Source: an optimization exercise on an open RTL-to-GDS flow (aim: small area and a short achievable clock period). Production flows keep margins and buffers that such runs may drop. In this exercise RTL edits were held to simulation tests only and were not proved equivalent to the original. Power is estimated from default activity; no workload was simulated.

Setup of north:
==> flow/design.v (excerpt) <==
module axis_frame_capture #(
  parameter int unsigned DATA_W = 32,
  parameter int unsigned DEPTH  = 64,
  parameter int unsigned ADDR_W = $clog2(DEPTH)
) (
  input  logic                       s_aclk,
  input  logic                       src_rst,
  input  logic [DATA_W-1:0]          s_axis_tdata,
  input  logic                       s_axis_tvalid,
  output logic                       s_axis_tready,
  input  logic                       s_axis_tlast,
  input  logic                       arm,
  output logic                       busy,
  output logic                       frame_done,
  output logic [ADDR_W:0]            frame_len,
  output logic                       overflow,
  output logic [DATA_W-1:0]          peak_abs,
  output logic [DATA_W+ADDR_W:0]     sum,
  input  logic [ADDR_W-1:0]          rd_addr,
  output logic [DATA_W-1:0]          rd_data
);
==> flow/config.mk <==
export PLATFORM = sky130hd
export DESIGN_NAME = axis_frame_capture
export DESIGN_NICKNAME = axis_frame_capture
export VERILOG_FILES = /design/flow/design.v
export SDC_FILE = /design/flow/constraint.sdc
export NUM_CORES = 4
export LEC_CHECK = 0
export CAP_MARGIN = 20
export CORE_MARGIN = 2
export CORE_UTILIZATION = 65
export CTS_BUF_LIST = sky130_fd_sc_hd__clkbuf_16
export CTS_CLUSTER_DIAMETER = 100
export CTS_CLUSTER_SIZE = 24
export PLACE_DENSITY = 0.75
export SETUP_SLACK_MARGIN = 2.6
export SLEW_MARGIN = 60
export SYNTH_HIERARCHICAL = 1
export SYNTH_MINIMUM_KEEP_SIZE = 0
==> flow/constraint.sdc <==
create_clock -name core_clock -period 5.0 [get_ports {s_aclk}]
set_input_delay 1.0000 -clock core_clock [delete_from_list [all_inputs] [get_ports {s_aclk}]]
set_output_delay 1.0000 -clock core_clock [all_outputs]
set_load 0.01 [all_outputs]
standard.sh (not shown) runs the stock make flow with config.mk's settings and CLKGATE_MAP_FILE= SYNTH_SCRIPT=/design/flow/synth_recipe.tcl, a recipe that flattens the netlist after the stock synthesis.
==> flow/flow/run.sh <==
#!/bin/bash
# Standard layout in two parts: ports get a plain buffer instead of the slow default port
# buffer; the repair after global routing aims at a smaller setup margin than the earlier
# steps, so it only fixes what routing made worse.
set -euo pipefail
export BUFFER_PORTS_ARGS="-buffer_cell sky130_fd_sc_hd__buf_2"
bash standard.sh cts > standard_cts.log 2>&1
bash standard.sh SETUP_SLACK_MARGIN=2.5 finish > standard_finish.log 2>&1
> inputs changed (north -> south)
-- flow/flow/run.sh --
<<< north, line 6
export BUFFER_PORTS_ARGS="-buffer_cell sky130_fd_sc_hd__buf_2"
bash standard.sh cts > standard_cts.log 2>&1
bash standard.sh SETUP_SLACK_MARGIN=2.5 finish > standard_finish.log 2>&1
>>> south, line 6
export BUFFER_PORTS_ARGS="-buffer_cell sky130_fd_sc_hd__buf_2"
bash standard.sh cts > standard_cts.log 2>&1
bash standard.sh SETUP_SLACK_MARGIN=2.2 finish > standard_finish.log 2>&1
--- outcome ---
- Summary of south over north: global-route usage was more or less identical, number of sequential cells roughly the same.
- Compared to north, the routing of south uses less wire.
- Lower headroom to the max-slew limit among south and north: north
- Final critical-path share of the clock period delta for south relative to north: 1.0 points higher
- south ends up with higher first-iteration DRC count than north does.
- In the tables for south and north, highest attainable clock frequency reads lower with south.
- The final layouts of south and north pass the timing, DRC and antenna checks.
- | power | north vs south | ≈ equal |
Modified inputs, east compared to south
==> flow/flow/run.sh <==
#!/bin/bash
# Standard layout, but ports get a plain buffer instead of the slow default port buffer.
set -euo pipefail
export BUFFER_PORTS_ARGS="-buffer_cell sky130_fd_sc_hd__buf_2"
bash standard.sh > standard.log 2>&1
==> comparison <==
Re number of nets produced by synthesis: no difference whatsoever between east and south.
Going from south to east, the power dissipated by switching net loads was found to have gone up by 1.0%.
Of east and south, the lower share of total power in sequential cells belongs to east.
Routed wire in east totals more than in south.
Changes observed in east relative to south: detailed-routing wirelength on met1 went up; total power rose by 140 µW; initial antenna violation count down 3; flip-flop and latch share of the layout cell area saw a decrease.

* * *

Another version of the RTL of axis_frame_capture (not shown whole).
For scale: roughly 5300 cells after synthesis, roughly 160 I/O pins, ~83000 µm² of cells after synthesis.
export LEC_CHECK = 0
export CAP_MARGIN = 20
export CORE_MARGIN = 2
export CORE_UTILIZATION = 65
export CTS_BUF_LIST = sky130_fd_sc_hd__clkbuf_16
export CTS_CLUSTER_DIAMETER = 100
export CTS_CLUSTER_SIZE = 24
export PLACE_DENSITY = 0.75
export SETUP_SLACK_MARGIN = 2.6
export SLEW_MARGIN = 60
export SYNTH_HIERARCHICAL = 1
export SYNTH_MINIMUM_KEEP_SIZE = 0
create_clock -name core_clock -period 5.0 [get_ports {s_aclk}]
==> flow/flow/run.sh <==
#!/bin/bash
# Standard layout in two parts: ports get a plain buffer instead of the slow default port
# buffer; the repair after global routing aims at a smaller setup margin than the earlier
# steps, so it only fixes what routing made worse.
set -euo pipefail
export BUFFER_PORTS_ARGS="-buffer_cell sky130_fd_sc_hd__buf_2"
bash standard.sh cts > standard_cts.log 2>&1
bash standard.sh SETUP_SLACK_MARGIN=2.5 finish > standard_finish.log 2>&1
The starting point ran to the end with no violations.
Change:
--- a/flow/flow/run.sh
+++ b/flow/flow/run.sh
@@ -6,3 +6,3 @@
 export BUFFER_PORTS_ARGS="-buffer_cell sky130_fd_sc_hd__buf_2"
 bash standard.sh cts > standard_cts.log 2>&1
-bash standard.sh SETUP_SLACK_MARGIN=2.5 finish > standard_finish.log 2>&1
+bash standard.sh SETUP_SLACK_MARGIN=2.6 finish > standard_finish.log 2>&1
--- a/flow/config.mk
+++ b/flow/config.mk
@@ -13,5 +13,5 @@
 export CTS_CLUSTER_SIZE = 24
 export PLACE_DENSITY = 0.75
-export SETUP_SLACK_MARGIN = 2.6
+export SETUP_SLACK_MARGIN = 2.65
 export SLEW_MARGIN = 60
 export SYNTH_HIERARCHICAL = 1
Outcome:
- final area goes up by 1.5%
- non-clock buffer count rises by 33
- total power hardly moves
- synthesized cell count is unchanged
- clock skew is about the same
- routed wire length goes up by 2.0%
- count of clock-buffer cells in the layout went down by 1
- worst setup slack improves by 37 ps
- global-route usage rises by 0.67 points
- sequential share of layout area went down by 0.89 points
- via count barely changes

static timing again, ports no longer ideal:
Ports are ideal in the flow. The routed layouts listed here were re-timed in OpenROAD.
Step 1 sets driving cells, clkbuf_16 on the clock port and buf_2 on the other inputs (assumed; they add their load-dependent delay and slew).
Step 2, shift: input delay + t, output delay - t, t = (earliest + latest rising clock arrival at the registers) / 2. This alone moves slack from input paths to output paths.
Slacks: ideal / step 1 / step 2; pairs: ideal / step 1.
run | t, ns | setup slack, ns | hold WS [ns] | latest minus earliest clock arrival (ns) | worst register clock-pin slew, ns
north | 0.832 | 2.489 / 2.373 / 1.541 | 0.434 / 0.396 / 0.486 | 0.043 / 0.044 | 0.10 / 0.10
south | 0.832 | 2.437 / 2.352 / 1.521 | 0.434 / 0.395 / 0.488 | 0.041 / 0.041 | 0.10 / 0.10
east | 0.835 | 2.490 / 2.338 / 1.503 | 0.434 / 0.395 / 0.488 | 0.041 / 0.042 | 0.10 / 0.10
the first run of note 2 | 0.840 | 2.486 / 2.470 / 1.630 | 0.501 / 0.451 / 0.501 | 0.047 / 0.048 | 0.10 / 0.10
the second run of note 2 | 0.844 | 2.523 / 2.361 / 1.517 | 0.483 / 0.446 / 0.483 | 0.046 / 0.046 | 0.10 / 0.10
After both steps setup and hold are still met in every run listed. For the second run of note 2, which loses most, drivers alone change the setup slack by -0.162 ns; drivers and shift together by -1.006 ns.
